Source: an optimization exercise on an open RTL-to-GDS flow (aim: small area and a short achievable clock period). Production flows keep margins and buffers that such runs may drop. Function was checked by simulation only, so behaviour that the tests miss may differ from the original. Power is estimated from default activity; no workload was simulated.

job 7811:
// mc_rf_top
module mc_rf_top #(
	parameter int NUM_CS = 8
) (
	input  logic clk,
	input  logic rst,
	input  logic bus_cyc_i,
	input  logic bus_stb_i,
	input  logic bus_we_i,
	input  logic [31:0] bus_addr_i,
	input  logic [mc_pkg::DATA_W-1:0] bus_data_i,
	input  logic mc_sts_i,
	input  logic cs_le_i,
	input  logic init_ack_i,
	input  logic lmr_ack_i,
	output logic ack_o,
	output logic [mc_pkg::DATA_W-1:0] rd_data_o,
	output logic wp_err_o,
	output logic [mc_pkg::MAX_CS-1:0] cs_o,
	output logic [mc_pkg::DATA_W-1:0] csc_sel_o,
	output logic [mc_pkg::DATA_W-1:0] tms_sel_o,
	output logic [mc_pkg::MAX_CS-1:0] cs_need_rfr_o,
	output logic [2:0] ref_int_o,
	output logic [7:0] rfr_ps_val_o,
	output logic mc_vpen_o,
	output logic fs_o,
	output logic init_req_o,
	output logic lmr_req_o,
	output logic [mc_pkg::MAX_CS-1:0] spec_req_cs_o
);
	localparam int N = NUM_CS;
	localparam int W = mc_pkg::DATA_W;
	logic reg_sel;
	logic wr_we_q;
	logic [4:0] wr_idx_q;
	assign reg_sel = bus_cyc_i & bus_stb_i & (bus_addr_i[31:29] == mc_pkg::REG_SEL_VAL);
	always_ff @(posedge clk or posedge rst)
	begin
		if (rst)
		begin
			ack_o <= 1'b0;
			wr_we_q <= 1'b0;
		end
		else
		begin
			ack_o <= reg_sel & ~ack_o;
			wr_we_q <= reg_sel & bus_we_i & ~ack_o;
		end
	end
	always_ff @(posedge clk)
		wr_idx_q <= bus_addr_i[6:2];
	logic csr_we, mask_we;
	logic [N-1:0] csc_we, tms_we;
	assign csr_we = wr_we_q & (wr_idx_q == mc_pkg::REG_IDX_CSR);
	assign mask_we = wr_we_q & (wr_idx_q == mc_pkg::REG_IDX_MASK);
	for (genvar i = 0; i < N; i++)
	begin : g_we
		assign csc_we[i] = wr_we_q & (wr_idx_q == 5'(mc_pkg::REG_IDX_CS_BASE + 2 * i));
		assign tms_we[i] = wr_we_q & (wr_idx_q == 5'(mc_pkg::REG_IDX_CS_BASE + 2 * i + 1));
	end
	logic sts_q;
	logic [7:0] rfr_ps_val_q;
	logic [2:0] ref_int_q;
	logic fs_q, vpen_q;
	logic [10:0] mask_q;
  ...
Size: about 2200 cells after synthesis, about 210 I/O pins, about 30000 µm² of cells after synthesis.
clock: 7.0 ns
lec_check: 0
cap_margin: 20
core_margin: 2
core_utilization: 60
cts_buf_list: sky130_fd_sc_hd__clkbuf_16
cts_cluster_diameter: 60
cts_cluster_size: 20
setup_slack_margin: 3.7
slew_margin: 20
standard.sh (not shown) runs the stock make flow with config.mk's settings and CLKGATE_MAP_FILE= SYNTH_SCRIPT=/design/flow/synth_recipe.tcl, a recipe that flattens the netlist after the stock synthesis.
==> flow/flow/run.sh <==
#!/bin/bash
# Standard ORFS layout (standard synthesis script), with resizing free to
# change cell footprints, plain buffers on the ports, and the slow
# single-size a222oi cell kept out of mapping and resizing.
set -euo pipefail
DU="$(cat flow/dont_use.txt)"
bash standard.sh MATCH_CELL_FOOTPRINT=0 "BUFFER_PORTS_ARGS=-buffer_cell sky130_fd_sc_hd__buf_2" "DONT_USE_CELLS=$DU" finish > standard.log 2>&1
==> flow/flow/dont_use.txt <==
sky130_fd_sc_hd__probe_p_8 sky130_fd_sc_hd__probec_p_8 sky130_fd_sc_hd__lpflow_bleeder_1 sky130_fd_sc_hd__lpflow_clkbufkapwr_1 sky130_fd_sc_hd__lpflow_clkbufkapwr_16 sky130_fd_sc_hd__lpflow_clkbufkapwr_2 sky130_fd_sc_hd__lpflow_clkbufkapwr_4 sky130_fd_sc_hd__lpflow_clkbufkapwr_8 sky130_fd_sc_hd__lpflow_clkinvkapwr_1 sky130_fd_sc_hd__lpflow_clkinvkapwr_16 sky130_fd_sc_hd__lpflow_clkinvkapwr_2 sky130_fd_sc_hd__lpflow_clkinvkapwr_4 sky130_fd_sc_hd__lpflow_clkinvkapwr_8 sky130_fd_sc_hd__lpflow_decapkapwr_12 sky130_fd_sc_hd__lpflow_decapkapwr_3 sky130_fd_sc_hd__lpflow_decapkapwr_4 sky130_fd_sc_hd__lpflow_decapkapwr_6 sky130_fd_sc_hd__lpflow_decapkapwr_8 sky130_fd_sc_hd__lpflow_inputiso0n_1 sky130_fd_sc_hd__lpflow_inputiso0p_1 sky130_fd_sc_hd__lpflow_inputiso1n_1 sky130_fd_sc_hd__lpflow_inputiso1p_1 sky130_fd_sc_hd__lpflow_inputisolatch_1 sky130_fd_sc_hd__lpflow_isobufsrc_1 sky130_fd_sc_hd__lpflow_isobufsrc_16 sky130_fd_sc_hd__lpflow_isobufsrc_2 sky130_fd_sc_hd__lpflow_isobufsrc_4 sky130_fd_sc_hd__lpflow_isobufsrc_8 sky130_fd_sc_hd__lpflow_isobufsrckapwr_16 sky130_fd_sc_hd__lpflow_lsbuf_lh_hl_isowell_tap_1 sky130_fd_sc_hd__lpflow_lsbuf_lh_hl_isowell_tap_2 sky130_fd_sc_hd__lpflow_lsbuf_lh_hl_isowell_tap_4 sky130_fd_sc_hd__lpflow_lsbuf_lh_isowell_4 sky130_fd_sc_hd__lpflow_lsbuf_lh_isowell_tap_1 sky130_fd_sc_hd__lpflow_lsbuf_lh_isowell_tap_2 sky130_fd_sc_hd__lpflow_lsbuf_lh_isowell_tap_4 sky130_fd_sc_hd__a222oi_1
Here is what was changed in the inputs of job 6918 compared with job 7811.
diff --git a/flow/config.mk b/flow/config.mk
--- a/flow/config.mk
+++ b/flow/config.mk
@@ -9,7 +9,7 @@
 export CORE_MARGIN = 2
 export CORE_UTILIZATION = 60
-export CTS_BUF_LIST = sky130_fd_sc_hd__clkbuf_16
+export CTS_BUF_LIST = sky130_fd_sc_hd__clkbuf_8
 export CTS_CLUSTER_DIAMETER = 60
-export CTS_CLUSTER_SIZE = 20
+export CTS_CLUSTER_SIZE = 14
 export SETUP_SLACK_MARGIN = 3.7
 export SLEW_MARGIN = 20
### Flow results
Largest stage delay on the critical path: lower on job 7811. From job 7811 to job 6918 the numbers moved as follows: final cell count increased by about 0.64% relative to the old numbers; power decreased by 8.8% relative to the old numbers; met2 demand-to-capacity share in global routing decreased by 1.0 points relative to the old numbers. The final worst-path cycle share reported for job 6918 is greater than that of job 7811 by 0.22 points. Going from job 7811 to job 6918, fraction of area in registers grows by 1.2 points. Job 7811 reports its endpoint of the most critical setup path as csc_sel_o[7] while job 6918 reports csc_sel_o[28].

## re-timing with driven ports
No port has a modelled driver above. Below, the same layouts with a new extraction and two added sets of constraints.
Step 1, drivers: a clkbuf_16 drives clk and a buf_2 each remaining input, both assumed.
Step 2, shift: input delay + t, output delay - t, t = (earliest + latest rising clock arrival at the registers) / 2. This alone moves slack from input paths to output paths.
Three values: no drivers, after step 1, after step 2; two values: the first two.
| run | t, ns | slack for setup (ns) | worst setup path after step 2 | clock arrival spread, ns | worst slew at a driven data input, ns |
|---|---|---|---|---|---|
| job 7811 | 0.677 | 3.671 / 3.677 / 3.000 | input to register | 0.018 / 0.019 | 0.10 |
| job 6918 | 0.790 | 3.656 / 3.676 / 2.886 | input to register | 0.044 / 0.043 | 0.10 |
After both steps every run listed still meets setup and hold. For job 6918, which loses most, drivers alone change the setup slack by +0.020 ns; drivers and shift together by -0.770 ns.
